Context: an optimization exercise on an open-source flow, tuned for small area, a short achievable clock period and few clock cycles. The choices shown serve that exercise and are no tape-out recipe. At most, simulation tests tie the RTL to the original design; equivalence was not proved. No activity file was given, so power comes from the tool's default toggle rates.

## main
## foreground_line_engine
module foreground_line_engine
#(
    parameter int NUM_OBJECTS  = 64,
    parameter int MAX_PER_LINE = 16,
    localparam int OW = $clog2(NUM_OBJECTS),
    localparam int HW = $clog2(MAX_PER_LINE + 1),
    localparam int N  = MAX_PER_LINE
) (
    input  logic          gpu_clk,
    input  logic          rst_n,
    input  logic          prefetch_start_i,
    input  logic [7:0]    prefetch_y_i,
    output logic          busy_o,
    output logic          done_o,
    output logic          miss_o,
    output logic          overflow_o,
    output logic [OW-1:0] obm_addr_o,
    input  mapache64::obm_object_t   obm_object_i,
    output logic [7:0]    pmf_addr_o,
    input  logic [15:0]   pmf_line_i,
    input  logic [7:0]    display_x_i,
    input  logic [7:0]    display_y_i,
    output mapache64::pixel_t        pixel_o,
    output logic          valid_o
);
    localparam bit EARLY_STOP = 1'b1;
    logic           busy_q, scan_q, drain_q, done_q, miss_q, ovf_q, overflow_q;
    logic           rr_q, victim_q;
    logic [OW-1:0]  idx_q;
    logic [HW-1:0]  hcnt_q;
  ...
export LEC_CHECK = 0
export CAP_MARGIN = 20
export CORE_MARGIN = 2
export CORE_UTILIZATION = 60
export CTS_CLUSTER_DIAMETER = 100
export CTS_CLUSTER_SIZE = 30
export SLEW_MARGIN = 20
create_clock -name core_clock -period 10.0 [get_ports {gpu_clk}]
standard.sh (not shown) runs the stock make flow with config.mk's settings and CLKGATE_MAP_FILE= SYNTH_SCRIPT=/design/flow/synth_recipe.tcl, a recipe that flattens the netlist after the stock synthesis.
==> flow/flow/run.sh <==
#!/bin/bash
set -euo pipefail
bash standard.sh SETUP_SLACK_MARGIN=7 finish > standard_flow.log 2>&1
main: full flow OK, the timing, design-rule and antenna checks passed
Testbench counts of main, summed over its fixed seeds: cycles 12,278.
--- input diff main..the feature branch ---
==> flow/run.sh (new file) <==
#!/bin/bash
# synth_recipe.tcl (not shown) runs the flow's synth.tcl, then flattens the netlist and writes it again
# the make line also repeats each setting of config.mk as NAME=value (left out here)
make -C /OpenROAD-flow-scripts/flow DESIGN_CONFIG=/design/flow/config.mk WORK_HOME=/design/flow/orfs CLKGATE_MAP_FILE= SYNTH_SCRIPT=/design/flow/synth_recipe.tcl finish
--- a/flow/config.mk
+++ b/flow/config.mk
@@ -12,0 +13 @@
+export SETUP_SLACK_MARGIN = 5
removed: flow/flow/run.sh
removed: flow/standard.sh
## What came out
- Changes observed in the feature branch relative to main: final cell count fell by about 5%; footprint of the multi-input gates moved down; storage element area neither gained nor lost much.
- Net switching power (the feature branch / main): 0.894
- From main to the feature branch the numbers moved as follows: power share of the clock group rose 0.8 points; worst setup slack fell 0.42 ns; initial antenna violation count fell 2; layout buffer count excluding clock buffers fell 180; detailed placer's ending HPWL fell about 0.8%.
- Summary: power in the clock group, the feature branch better than main

Another version of the RTL of foreground_line_engine (not shown whole).
Size in the first run: about 990 flip-flops, ~99 I/O pins, about 44000 sq um of cells after synthesis.
clock: 10.0 ns
lec_check: 0
cap_margin: 20
core_margin: 2
core_utilization: 60
cts_buf_list: sky130_fd_sc_hd__clkbuf_4
setup_slack_margin: 5
slew_margin: 20
run.sh (not shown) runs the stock make flow with config.mk's settings and CLKGATE_MAP_FILE= SYNTH_SCRIPT=/design/flow/synth_recipe.tcl, a recipe that flattens the netlist after the stock synthesis.
Stock flow here: none of the scripts above is used.
The baseline completed with no timing, DRC or antenna violations.
Next try:
- CTS_BUF_LIST: sky130_fd_sc_hd__clkbuf_4 -> default
- CTS_CLUSTER_DIAMETER: default -> 100
- CTS_CLUSTER_SIZE: default -> 30
The new run completed without violations.
Power went down by 13%.
Design area went down by 3.5%.
Critical path depth went down by 1.
Global-route usage went down by 0.86 points.
Combinational power barely changes.
Wire length went down by 1.6%.
Setup slack gains 0.056 ns.
Core utilization went down by 2.4 points.
Sequential cell count stays the same.
Final cell count went down by 8.3%.
Non-clock buffer count went up by 2.
Next try:
- CORE_UTILIZATION: 60 -> 75
- CTS_BUF_LIST: default -> sky130_fd_sc_hd__clkbuf_4
- CTS_CLUSTER_DIAMETER: 100 -> default
- CTS_CLUSTER_SIZE: 30 -> default
Result: Via count rose by a little under a tenth. Wire length fell slightly. Clock skew rose by 0.041 ns. Clock power rose by well over a third. Design area rose by a few percent. Worst setup slack improved by 0.020 ns. Core utilization rose by 19 points. Area after synthesis is unchanged.
Next try:
- CORE_UTILIZATION: 75 -> 60
- CTS_BUF_LIST: sky130_fd_sc_hd__clkbuf_4 -> default
Effect:
- flip-flop and latch count stays the same
- global-route usage is lower by 7.4 points
- non-clock buffer count is higher by 3
- combinational power barely changes
- critical path depth drops by 6
No functional check of the RTL was part of any run of this note.

foreground_line_engine, a different RTL version from the one above (not shown whole).
Size in the first run: ~2800 cells after synthesis, roughly 960 flip-flops, roughly 43000 um2 of cells after synthesis.
make LEC_CHECK=0 CAP_MARGIN=20 CORE_MARGIN=2 CORE_UTILIZATION=60 CTS_CLUSTER_DIAMETER=100 CTS_CLUSTER_SIZE=30 PLACE_DENSITY=0.85 SETUP_SLACK_MARGIN=5 SLEW_MARGIN=20 finish   # period 10.0 ns
The first run completed with no timing, DRC or antenna violations.
Testbench counts at the start, summed over its fixed seeds: cycles 12,278.
Change:
- ABC_AREA: unset -> 1
- PLACE_DENSITY: 0.85 -> 0.7
Effect:
- total power is higher slightly
- non-clock buffer count is higher by 2
- setup slack improved by 0.16 ns
- wire length is higher slightly
- cell count is higher by a quarter to a third
- utilization is lower by 0.33 points
- clock skew is higher by 0.014 ns

Starting RTL as in the previous note.
clock: 10.0 ns
lec_check: 0
cap_margin: 20
core_margin: 2
core_utilization: 60
cts_cluster_diameter: 100
cts_cluster_size: 30
setup_slack_margin: 5
slew_margin: 20
Testbench counts at the start, summed over its fixed seeds: cycles 12,278.
Next try:
- ABC_AREA: unset -> 1
- CTS_CLUSTER_SIZE: 30 -> 25
- PLACE_DENSITY: unset -> 0.75
Result:
- The new run ran to the end with no violations
- die area grows slightly
- via count rose by roughly a tenth
- total power came out higher slightly
- wire length shrinks by a few percent
- clock skew is about the same
- worst setup slack is better by 190 ps
- core utilization decreases by 0.31 points
- clock power rose by a few percent
- cell area went up slightly
Next try:
- CORE_UTILIZATION: 60 -> 70
- CTS_CLUSTER_SIZE: 25 -> 30
- PLACE_DENSITY: 0.75 -> unset
Effect:
- die area falls by about a fifth
- clock power shrinks by a few percent
- via count grows by a few percent
- synthesized area is unchanged
- clock skew is lower by 7.8 ps
Next try:
- CORE_UTILIZATION: 70 -> 60
After rerunning: Count of clock-buffer cells in the layout decreases by 5. Worst setup slack is better by 200 ps. Via count decreases by a few percent. Final area increases slightly. Global-route usage decreases by 4.0 points. Power increases slightly. Area after synthesis is unchanged. Sequential share of layout area decreases by 0.27 points. First-iteration DRC count decreases by roughly a tenth.

lane 1:
Another version of the RTL of foreground_line_engine (not shown whole).
Size in the first run: ~3100 cells after synthesis, about 99 I/O pins.
Settings: LEC_CHECK=0, ABC_CLOCK_PERIOD_IN_PS=3500, CAP_MARGIN=20, CORE_MARGIN=2, CORE_UTILIZATION=60, SLEW_MARGIN=20; clock period 10.0 ns.
standard.sh (not shown) runs the stock make flow with config.mk's settings and CLKGATE_MAP_FILE= SYNTH_SCRIPT=/design/flow/synth_recipe.tcl, a recipe that flattens the netlist after the stock synthesis.
==> flow/flow/run.sh <==
#!/bin/bash
set -euo pipefail
bash standard.sh SETUP_SLACK_MARGIN=6.5 finish > standard_flow.log 2>&1
Lane 1: PASS, flow complete, no timing, DRC or antenna violations
## Diff of input files: lane 2 against lane 1
Settings: SETUP_SLACK_MARGIN: unset -> 5.
==> flow/run.sh (new file) <==
#!/bin/bash
# synth_recipe.tcl (not shown) runs the flow's synth.tcl, then flattens the netlist and writes it again
# the make line also repeats each setting of config.mk as NAME=value (left out here)
make -C /OpenROAD-flow-scripts/flow DESIGN_CONFIG=/design/flow/config.mk WORK_HOME=/design/flow/orfs CLKGATE_MAP_FILE= SYNTH_SCRIPT=/design/flow/synth_recipe.tcl finish
removed: flow/flow/run.sh
removed: flow/standard.sh
--- outcome ---
Going from lane 1 to lane 2, number of ordinary inverters in the final layout shrinks by about 0.7%.
Between lane 1 and lane 2, growth of design area from synthesis to finish is lower for lane 2, lane 1 comes in above that.
~same number of cells after detailed placement in lane 1 and lane 2
Lane 2 ends up with a last weighted congestion value of the routability-driven placer that is about 1.1% lower than in lane 1.
Taking lane 1 as the reference, in lane 2 relative contribution of combinational cells to total power lost 0.5 points, clock share of power neither gained nor lost much, worst setup slack lost 160 ps, number of clock buffer instances in the layout lost about 10%.
Taking lane 1 as the reference point, the share of the clock period used by the worst path after layout of lane 2 rises by 1.6 points.
Function was not checked in any run of this note: the RTL went through the layout flow alone.

foreground_line_engine, a different RTL version from the one above (not shown whole).
For scale: roughly 960 flip-flops, about 44000 sq um of cells after synthesis.
==> flow/config.mk <==
export PLATFORM = sky130hd
export DESIGN_NAME = foreground_line_engine
export DESIGN_NICKNAME = foreground_line_engine
export VERILOG_FILES = /design/flow/design.v
export SDC_FILE = /design/flow/constraint.sdc
export NUM_CORES = 4
export LEC_CHECK = 0
export CAP_MARGIN = 20
export CORE_MARGIN = 2
export CORE_UTILIZATION = 60
export SLEW_MARGIN = 20
==> flow/constraint.sdc <==
create_clock -name core_clock -period 10.0 [get_ports {gpu_clk}]
set_input_delay 2.0000 -clock core_clock [delete_from_list [all_inputs] [get_ports {gpu_clk}]]
set_output_delay 2.0000 -clock core_clock [all_outputs]
set_load 0.01 [all_outputs]
==> flow/flow/run.sh <==
#!/bin/bash
set -euo pipefail
bash standard.sh SETUP_SLACK_MARGIN=6.5 finish > standard_flow.log 2>&1
The baseline completed with no timing, DRC or antenna violations.
Testbench counts at the start, summed over its fixed seeds: cycles 12,278.
Next try:
==> flow/run.sh (new file) <==
#!/bin/bash
# synth_recipe.tcl (not shown) runs the flow's synth.tcl, then flattens the netlist and writes it again
# the make line also repeats each setting of config.mk as NAME=value (left out here)
make -C /OpenROAD-flow-scripts/flow DESIGN_CONFIG=/design/flow/config.mk WORK_HOME=/design/flow/orfs CLKGATE_MAP_FILE= SYNTH_SCRIPT=/design/flow/synth_recipe.tcl finish
--- a/flow/config.mk
+++ b/flow/config.mk
@@ -9,3 +9,4 @@
 export CORE_MARGIN = 2
 export CORE_UTILIZATION = 60
+export SETUP_SLACK_MARGIN = 5
 export SLEW_MARGIN = 20
removed: flow/flow/run.sh
removed: flow/standard.sh
Effect: The new run completed with no timing, DRC or antenna violations. Flip-flop and latch count stays the same. Critical path depth goes down by 2. Non-clock buffer count goes down by 91. Design area goes down by about 3.5%. Setup slack gets worse by 0.32 ns. Fmax goes down by about 6.4%.

## port drivers added, routing unchanged
In the flow no input, the clock included, has a driving cell. The finished layouts below were timed again as built, in two steps.
Step 1 assumes that a clkbuf_16 drives the clock port and a buf_2 every other input.
Step 2, shift: input delay + t, output delay - t, t = (earliest + latest rising clock arrival at the registers) / 2. This alone moves slack from input paths to output paths.
Three values: ideal ports, drivers, drivers and shift; two values: the first two.
run | t (ns) | slack for setup (ns) | worst register clock-pin slew, ns | worst slew at a driven data input, ns
main | 0.695 | 5.525 / 5.456 / 5.200 | 0.12 / 0.12 | 0.21
the feature branch | 0.682 | 5.103 / 5.130 / 4.448 | 0.12 / 0.12 | 0.05
the first run of note 2 | 1.105 | 5.018 / 4.958 / 3.954 | 0.08 / 0.08 | 0.04
the second run of note 2 | 0.686 | 5.074 / 5.006 / 4.476 | 0.12 / 0.12 | 0.05
the third run of note 2 | 1.143 | 5.094 / 5.043 / 3.981 | 0.08 / 0.08 | 0.06
the fourth run of note 2 | 0.726 | 5.040 / 4.970 / 4.424 | 0.07 / 0.07 | 0.05
the first run of note 3 | 0.676 | 5.033 / 5.058 / 4.382 | 0.12 / 0.12 | 0.06
the second run of note 3 | 0.686 | 5.193 / 5.231 / 4.545 | 0.11 / 0.11 | 0.05
the first run of note 4 | 0.678 | 5.058 / 5.092 / 4.414 | 0.12 / 0.12 | 0.05
the second run of note 4 | 0.698 | 5.249 / 5.277 / 4.580 | 0.11 / 0.11 | 0.06
the third run of note 4 | 0.672 | 5.105 / 5.128 / 4.456 | 0.12 / 0.12 | 0.05
the fourth run of note 4 | 0.680 | 5.303 / 5.332 / 4.652 | 0.12 / 0.12 | 0.05
lane 1 | 0.722 | 4.970 / 4.849 / 4.126 | 0.07 / 0.07 | 0.21
lane 2 | 0.718 | 4.809 / 4.657 / 3.938 | 0.07 / 0.07 | 0.30
the first run of note 6 | 0.718 | 5.355 / 5.254 / 4.536 | 0.06 / 0.06 | 0.17
the second run of note 6 | 0.722 | 5.037 / 4.997 / 4.276 | 0.07 / 0.07 | 0.20
After both steps setup and hold are still met in every run listed. For the third run of note 2, which loses most, drivers alone change the setup slack by -0.051 ns; drivers and shift together by -1.113 ns.
